What follows belongs to an exercise in optimizing a design on an open flow for small area; a production flow would make more cautious choices. Only simulation tests tie the RTL to the original design; equivalence was not proved. Power and IR drop assume default switching activity.

## run A
Design link_ctrl_top, start of the top module:
module link_ctrl_top (
  input  logic ipb_clk,
  input  logic rst,
  input  logic ipb_strobe,
  input  logic ipb_write,
  input  link_ctrl_pkg::ipb_addr_t ipb_addr,
  input  link_ctrl_pkg::ipb_data_t ipb_wdata,
  output link_ctrl_pkg::ipb_data_t ipb_rdata,
  output logic ipb_ack,
  output logic adcclk_dclk,
  output logic adcclk_ddat,
  output logic adcclk_dlen,
  output logic adcclk_goe,
  output logic adcclk_sync
);
  logic io_wr_en;
  logic io_rd1;
  logic [link_ctrl_pkg::CHANNEL_COUNT-1:0] chan_wr;
  link_ctrl_pkg::ipb_data_t [link_ctrl_pkg::CHANNEL_COUNT-1:0] chan_reg0;
  link_ctrl_pkg::ipb_data_t [link_ctrl_pkg::CHANNEL_COUNT-1:0] chan_reg1;
  link_ctrl_pkg::ipb_data_t [link_ctrl_pkg::CHANNEL_COUNT-1:0] chan_reg2;
  link_ctrl_pkg::wr_count_t [link_ctrl_pkg::CHANNEL_COUNT-1:0] chan_count;
  link_ctrl_pkg::wr_count_t count_sel;
  link_ctrl_pkg::wr_count_t cnt_nxt;
  link_ctrl_pkg::ipb_data_t wr_data;
  link_ctrl_pkg::ipb_data_t synth_rd_data;
  logic synth_wr;
  logic [link_ctrl_pkg::SEQ_W-1:0] seq;
  logic busy;
  logic start;
  logic [3:0] reg_sel;                  
  assign wr_data = ipb_wdata;
  assign cnt_nxt = count_sel + link_ctrl_pkg::wr_count_t'(1);
  ipb_io_fsm i_ipb_io_fsm (
    .ipb_clk   (ipb_clk),
    .rst       (rst),
    .ipb_strobe(ipb_strobe),
    .ipb_write (ipb_write),
    .io_wr_en  (io_wr_en),
    .io_rd1    (io_rd1),
    .ipb_ack   (ipb_ack)
  );
  ipb_target_sel i_ipb_target_sel (
    .ipb_clk      (ipb_clk),
    .ipb_addr     (ipb_addr),
    .io_wr_en     (io_wr_en),
    .chan_wr      (chan_wr),
  ...
Size in the first run: about 2,100 cells after synthesis, roughly 98 I/O pins, ~23,000 um2 of cells after synthesis.
Settings: LEC_CHECK=0, CAP_MARGIN=0, CORE_MARGIN=2, CORE_UTILIZATION=65, SLEW_MARGIN=0; clock period 5.0 ns.
standard.sh (not shown) runs the stock make flow with config.mk's settings and CLKGATE_MAP_FILE= SYNTH_SCRIPT=/design/flow/synth_recipe.tcl, a recipe that flattens the netlist after the stock synthesis.
==> flow/flow/run.sh <==
#!/bin/bash
# Own layout flow: the standard ORFS flow (standard.sh, unchanged
# synthesis) with a few ORFS variables set on the make command line:
#  - port buffers use a plain buf_1 instead of the default pick
#  - buffers left by abc are removed at floorplan; repair_design re-buffers
#  - larger clock sink clusters, and no dummy loads in the clock tree
# make's full output goes to flow_make.log here; ORFS's per-step logs stay
# under orfs/logs.
set -euo pipefail
bash standard.sh \
  "BUFFER_PORTS_ARGS=-buffer_cell sky130_fd_sc_hd__buf_1" \
  "REMOVE_ABC_BUFFERS=1" \
  "CTS_ARGS=-sink_clustering_enable -repair_clock_nets -sink_clustering_size 10 -sink_clustering_max_diameter 35 -dont_use_dummy_load -buf_list sky130_fd_sc_hd__clkbuf_4 -root_buf sky130_fd_sc_hd__clkbuf_16" \
  finish > flow_make.log 2>&1
Every stage of the flow completed for run A, and the final layout passed the timing, DRC and antenna checks.
> inputs changed (run A -> run B)
- CAP_MARGIN: 0 -> 10
- SLEW_MARGIN: 0 -> 5
- CORE_UTILIZATION: 65 -> 75
- PLACE_DENSITY: unset -> 0.8
--- a/flow/flow/run.sh
+++ b/flow/flow/run.sh
@@ -11,4 +11,4 @@
   "BUFFER_PORTS_ARGS=-buffer_cell sky130_fd_sc_hd__buf_1" \
   "REMOVE_ABC_BUFFERS=1" \
-  "CTS_ARGS=-sink_clustering_enable -repair_clock_nets -sink_clustering_size 10 -sink_clustering_max_diameter 35 -dont_use_dummy_load -buf_list sky130_fd_sc_hd__clkbuf_4 -root_buf sky130_fd_sc_hd__clkbuf_16" \
+  "CTS_ARGS=-sink_clustering_enable -repair_clock_nets -sink_clustering_size 15 -sink_clustering_max_diameter 45 -dont_use_dummy_load -buf_list sky130_fd_sc_hd__clkbuf_8" \
   finish > flow_make.log 2>&1
### Flow results
- Worst clock skew down 28 ps in run B wrt run A
- A beginning of the critical path of i_ipb_target_sel.reg_sel[0] is what run A shows, while i_ipb_target_sel.chan_sel[3] belongs to run B.
- | clock buffer and inverter area fraction after layout | run B vs run A | 0.55 points lower |
- Between run A and run B, the difference in mux share of post-synthesis cell area is negligible.
- Run B improves on run A in total chip power.
- Against run A, run B comes in 2.1 points lower on final period utilization.
Edits applied to the flow inputs when going from run B to run C:
- CAP_MARGIN: 10 -> 0
- SLEW_MARGIN: 5 -> 0
- GPL_TIMING_DRIVEN: unset -> 0
- CORE_UTILIZATION: 75 -> 65
- PLACE_DENSITY: 0.8 -> unset
--- outcome ---
Apart from run C, each of run C and run B ends the flow with a layout that passes the timing, DRC and antenna checks.
The number of buffers created by CTS reported for run C is greater than that of run B by 2.
Delta (run C minus run B): synthesis-to-finish area growth climbed 2.4 points, worst endpoint data arrival time moved up, non-clock buffer count decreased 18%, portion of total power attributed to the clock network moved up.
Of the two values seen for source of the critical timing path, i_ipb_target_sel.reg_sel[0] was produced by run C and i_ipb_target_sel.chan_sel[3] by run B.

==> afterwards: timing with drivers on the ports <==
In the flow no input, the clock included, has a driving cell. The finished layouts below were timed again as built, in two steps.
Step 1 (the two cells are an assumption about what drives the block):
set clk [get_ports {ipb_clk}]
set_driving_cell -lib_cell sky130_fd_sc_hd__clkbuf_16 $clk
set_driving_cell -lib_cell sky130_fd_sc_hd__buf_2 [delete_from_list [all_inputs] $clk]
Step 2 adds t to the input delays and takes it off the output delays; t is the mean of the earliest and latest rising clock arrival at the registers after step 1. Input paths then give back, and output paths get back, about the clock's delay inside the block.
a / b / c = no drivers / after step 1 / after step 2; a / b = the first two.
run | t, ns | setup WS [ns] | worst register clock-pin slew, ns
run A | 0.612 | 0.486 / 0.426 / 1.038 | 0.11 / 0.11
run B | 0.686 | 0.589 / 0.537 / 1.223 | 0.10 / 0.10
run C | 0.736 | 0.286 / 0.233 / 0.968 | 0.10 / 0.10
